Background: an optimization exercise with open tools, aiming at small area, a short achievable clock period and few clock cycles per item. Do not read the settings as production practice. Only simulation tests tie the RTL to the original design; equivalence was not proved. Power figures rest on the tool's default switching activity, not on a simulated workload.

== v13 ==
==> module wprr_remap, before the edit <==
module wprr_remap (
  input  logic        clk_i,
  input  logic        rst_ni,
  input  logic        start_i,        
  input  logic        cfg_i,          
  input  logic        keep_i,         
  input  logic        drop_i,         
  input  logic [11:0] wheel_i,
  input  logic [31:0] interval_i,
  output logic        idle_o,         
  output logic        final_o,        
  output logic [9:0]  quotient_o,
  output logic [31:0] interval_o
);
  typedef enum logic [1:0] {
    R_DONE,
    R_MUL,
    R_DIV,
    R_KEEP
  } remap_state_e;
  remap_state_e state_q;
  logic         cfg_q;           
  logic [3:0]   cnt_q;
  logic [1:0]   dig_q;
  logic [40:0]  acc_q;           
  logic         neg_q;           
  logic [30:0]  den_q;           
  logic [9:0]   quo_q;           
  logic [31:0]  ival_q;
  logic [18:0]  mcand_q;         
  logic [15:0]  wden_q;          
  logic [1:0]   skip_q;          
  logic [1:0]   skip_in;         
  logic         cfgp_q;          
  logic         final_q;         
  logic         last_q;          
  logic         protect, cfg_go;
  logic [11:0]  w_src;
  assign protect = keep_i && !cfg_q && (state_q != R_DONE);
  assign cfg_go  = cfgp_q && !protect;
  assign w_src   = ival_q[11:0];
  assign skip_in = (w_src <= 12'd1422) ? 2'd2 : (w_src <= 12'd2844) ? 2'd1 : 2'd0;
  function automatic logic [21:0] clamp22(input logic [31:0] v);
    clamp22 = (v[31:22] != '0) ? 22'h3fffff : v[21:0];
  endfunction
  function automatic logic [3:0] top_pair(input logic [21:0] v);
    top_pair = 4'd0;
    for (int j = 1; j < 11; j++) begin
      if (v[2*j +: 2] != 2'b00) top_pair = 4'(j);
    end
  endfunction
  logic [21:0] ic_in, ic_q;
  logic [3:0]  tp_in, cnt_m1;
  assign ic_in  = clamp22(interval_i);
  assign ic_q   = clamp22(ival_q);
  assign tp_in  = top_pair(ic_in);
  assign cnt_m1 = cnt_q - 4'd1;
  logic [18:0] mul_m;
  logic [10:0] den_t;
  logic [21:0] lo_sum;
  logic [19:0] hi_inc;
  logic [40:0] acc_mul;
  logic [30:0] den_mul;
  logic        last_add;
  assign mul_m   = mcand_q;        
  assign lo_sum  = {1'b0, acc_q[18:0], 2'b00} + (dig_q[1] ? {2'b00, mul_m, 1'b0} : 22'd0)
                                              + (dig_q[0] ? {3'b000, mul_m} : 22'd0);
  assign hi_inc  = acc_q[38:19] + 20'd1;
  assign acc_mul = {lo_sum[21] ? hi_inc : acc_q[38:19], lo_sum[20:0]};
  always_comb begin
    unique case (dig_q)
      2'd0: den_t = 11'd0;
      2'd1: den_t = cfg_q ? 11'd9  : 11'd500;
      2'd2: den_t = cfg_q ? 11'd18 : 11'd1000;
      default: den_t = cfg_q ? 11'd27 : 11'd1500;
    endcase
  end
  assign last_add = last_q;
  assign den_mul  = {den_q[28:0], 2'b00} + 31'(den_t) + (last_add ? 31'(wden_q) : 31'd0);
  logic [32:0] p2, rem_n;
  assign p2    = {neg_q, acc_q[40:10], acc_q[9]};
  logic [32:0] dx;
  logic [33:0] rsum;
  assign dx    = {2'b00, den_q} ^ {33{!neg_q}};
  assign rsum  = {p2, 1'b1} + {dx, !neg_q};
  assign rem_n = rsum[33:1];
  always_ff @(posedge clk_i or negedge rst_ni) begin
    if (!rst_ni) begin
      state_q <= R_DONE;
      cfg_q   <= 1'b0;
      cnt_q   <= '0;
      mcand_q <= 19'd424800;      
      wden_q  <= 16'd21240;       
      skip_q  <= 2'd1;
      cfgp_q  <= 1'b0;
      final_q <= 1'b0;
      last_q  <= 1'b0;
    end else begin
    last_q <= 1'b0;
    if (cfg_go) begin
      cfgp_q  <= 1'b0;
      state_q <= R_MUL;
      cfg_q   <= 1'b1;
      cnt_q   <= 4'd5;
      mcand_q <= 19'd90 << skip_in;
      skip_q  <= skip_in;
    end else if (start_i) begin
      state_q <= R_MUL;
      cfg_q   <= 1'b0;
      final_q <= 1'b0;
      cnt_q   <= tp_in;
      last_q  <= (tp_in == 4'd0);
    end else begin
      unique case (state_q)
        R_MUL: begin
          if (cnt_q == 4'd0) begin
            if (cfg_q) begin
              state_q <= R_KEEP;
            end else begin
              state_q <= R_DIV;
              cnt_q   <= 4'd9 - 4'(skip_q);
            end
          end else begin
            cnt_q  <= cnt_m1;
            last_q <= !cfg_q && (cnt_q == 4'd1);
          end
        end
        R_DIV: begin
          if (cnt_q == 4'd0) begin
            state_q <= R_DONE;
            final_q <= 1'b1;
          end
          cnt_q <= cnt_m1;
        end
        R_KEEP: begin
          state_q <= R_DONE;
          cfg_q   <= 1'b0;
          mcand_q <= acc_q[18:0];
          wden_q  <= den_q[15:0];
        end
        default: ;
      endcase
      if (drop_i && !cfg_q) state_q <= R_DONE;
    end
    if (cfg_i) cfgp_q <= 1'b1;
    end
  end
  always_ff @(posedge clk_i) begin
    if (cfg_i) ival_q <= {20'd0, wheel_i};
    if (cfg_go) begin
      dig_q  <= w_src[11:10];
      acc_q  <= '0;
      den_q  <= '0;
    end else if (start_i) begin
      if (!cfg_i) ival_q <= interval_i;
      dig_q  <= ic_in[2*tp_in +: 2];
      acc_q  <= '0;
      den_q  <= '0;
      neg_q  <= 1'b0;
      quo_q  <= '0;
    end else if (state_q == R_MUL) begin
      acc_q  <= acc_mul;
      den_q  <= den_mul;
      dig_q  <= cfg_q ? ival_q[2*cnt_m1 +: 2] : ic_q[2*cnt_m1 +: 2];
    end else if (state_q == R_DIV) begin
      acc_q  <= {rem_n[30:0], acc_q[8:0], 1'b0};
      neg_q  <= rem_n[32];
      if (!rem_n[32]) quo_q[cnt_q] <= 1'b1;
    end
  end
  assign idle_o     = (state_q == R_DONE) && !cfgp_q;
  assign final_o    = final_q;
  assign quotient_o = quo_q;
  assign interval_o = ival_q;
endmodule
==> flow/config.mk <==
export PLATFORM = sky130hd
export DESIGN_NAME = wheel_pulse_rate_remapper
export DESIGN_NICKNAME = wheel_pulse_rate_remapper
export VERILOG_FILES = /design/flow/design.v
export SDC_FILE = /design/flow/constraint.sdc
export NUM_CORES = 4
export LEC_CHECK = 0
export CAP_MARGIN = 20
export CORE_MARGIN = 2
export CORE_UTILIZATION = 40
export SETUP_SLACK_MARGIN = 4.5
export SLEW_MARGIN = 20
==> flow/constraint.sdc <==
create_clock -name core_clock -period 8.0 [get_ports {clk_i}]
set_input_delay 1.6000 -clock core_clock [delete_from_list [all_inputs] [get_ports {clk_i}]]
set_output_delay 1.6000 -clock core_clock [all_outputs]
set_load 0.01 [all_outputs]
run.sh (not shown) runs the stock make flow with config.mk's settings and CLKGATE_MAP_FILE= SYNTH_SCRIPT=/design/flow/synth_recipe.tcl, a recipe that flattens the netlist after the stock synthesis.
Testbench counts of v13, summed over its fixed seeds: cycles 9,054, items 8,000.
Setup changes, v13 to v27
diff --git a/flow/design.v b/flow/design.v
--- a/flow/design.v
+++ b/flow/design.v
@@ -159,11 +159,11 @@
       neg_q  <= 1'b0;
       quo_q  <= '0;
     end else if (state_q == R_MUL) begin
       acc_q  <= acc_mul;
       den_q  <= den_mul;
-      dig_q  <= cfg_q ? ival_q[2*cnt_m1 +: 2] : ic_q[2*cnt_m1 +: 2];
+      dig_q  <= ic_q[2*cnt_m1 +: 2];    
     end else if (state_q == R_DIV) begin
       acc_q  <= {rem_n[30:0], acc_q[8:0], 1'b0};
       neg_q  <= rem_n[32];
       if (!rem_n[32]) quo_q[cnt_q] <= 1'b1;
     end
## What came out
Relative to v13, met2 layer wire length in the routed design has gone down in v27. v13 vs v27, uppermost layer routed: met5 vs met4. Taking v13 as the reference, in v27 time the final worst path needs with I/O delays and setup has decreased, switching component of the power has increased. Against v13, the final cell area of v27 is higher. v27 improves on v13 in tightest hold margin. The global-route wire length before repair in v27 sits 5.0% below the value recorded for v13. v13 → v27: sequential element share of the synthesized area did not really move, sequential share of layout area went down, critical path depth went down. On synthesized area, v13 tracks v27 almost exactly.
Testbench counts of v27, summed over its fixed seeds: cycles 9,054, items 8,000.

static timing again, ports no longer ideal:
In the flow no input, the clock included, has a driving cell. The finished layouts below were timed again as built, in two steps. Step 1, drivers: a clkbuf_16 drives clk_i and a buf_2 each remaining input, both assumed. Step 2 adds t to the input delays and takes it off the output delays; t is the mean of the earliest and latest rising clock arrival at the registers after step 1. Input paths then give back, and output paths get back, about the clock's delay inside the block. a / b / c = no drivers / after step 1 / after step 2; a / b = the first two.
run | t, ns | setup WS [ns] | worst setup path at the end | worst data-port slew with drivers (ns)
v13 | 0.685 | 4.145 / 4.145 / 3.893 | input to register | 0.05
v27 | 0.655 | 4.299 / 4.299 / 3.930 | input to register | 0.05
After both steps every run listed still meets setup and hold. For v27, which loses most, drivers alone change the setup slack by 0.000 ns; drivers and shift together by -0.369 ns.
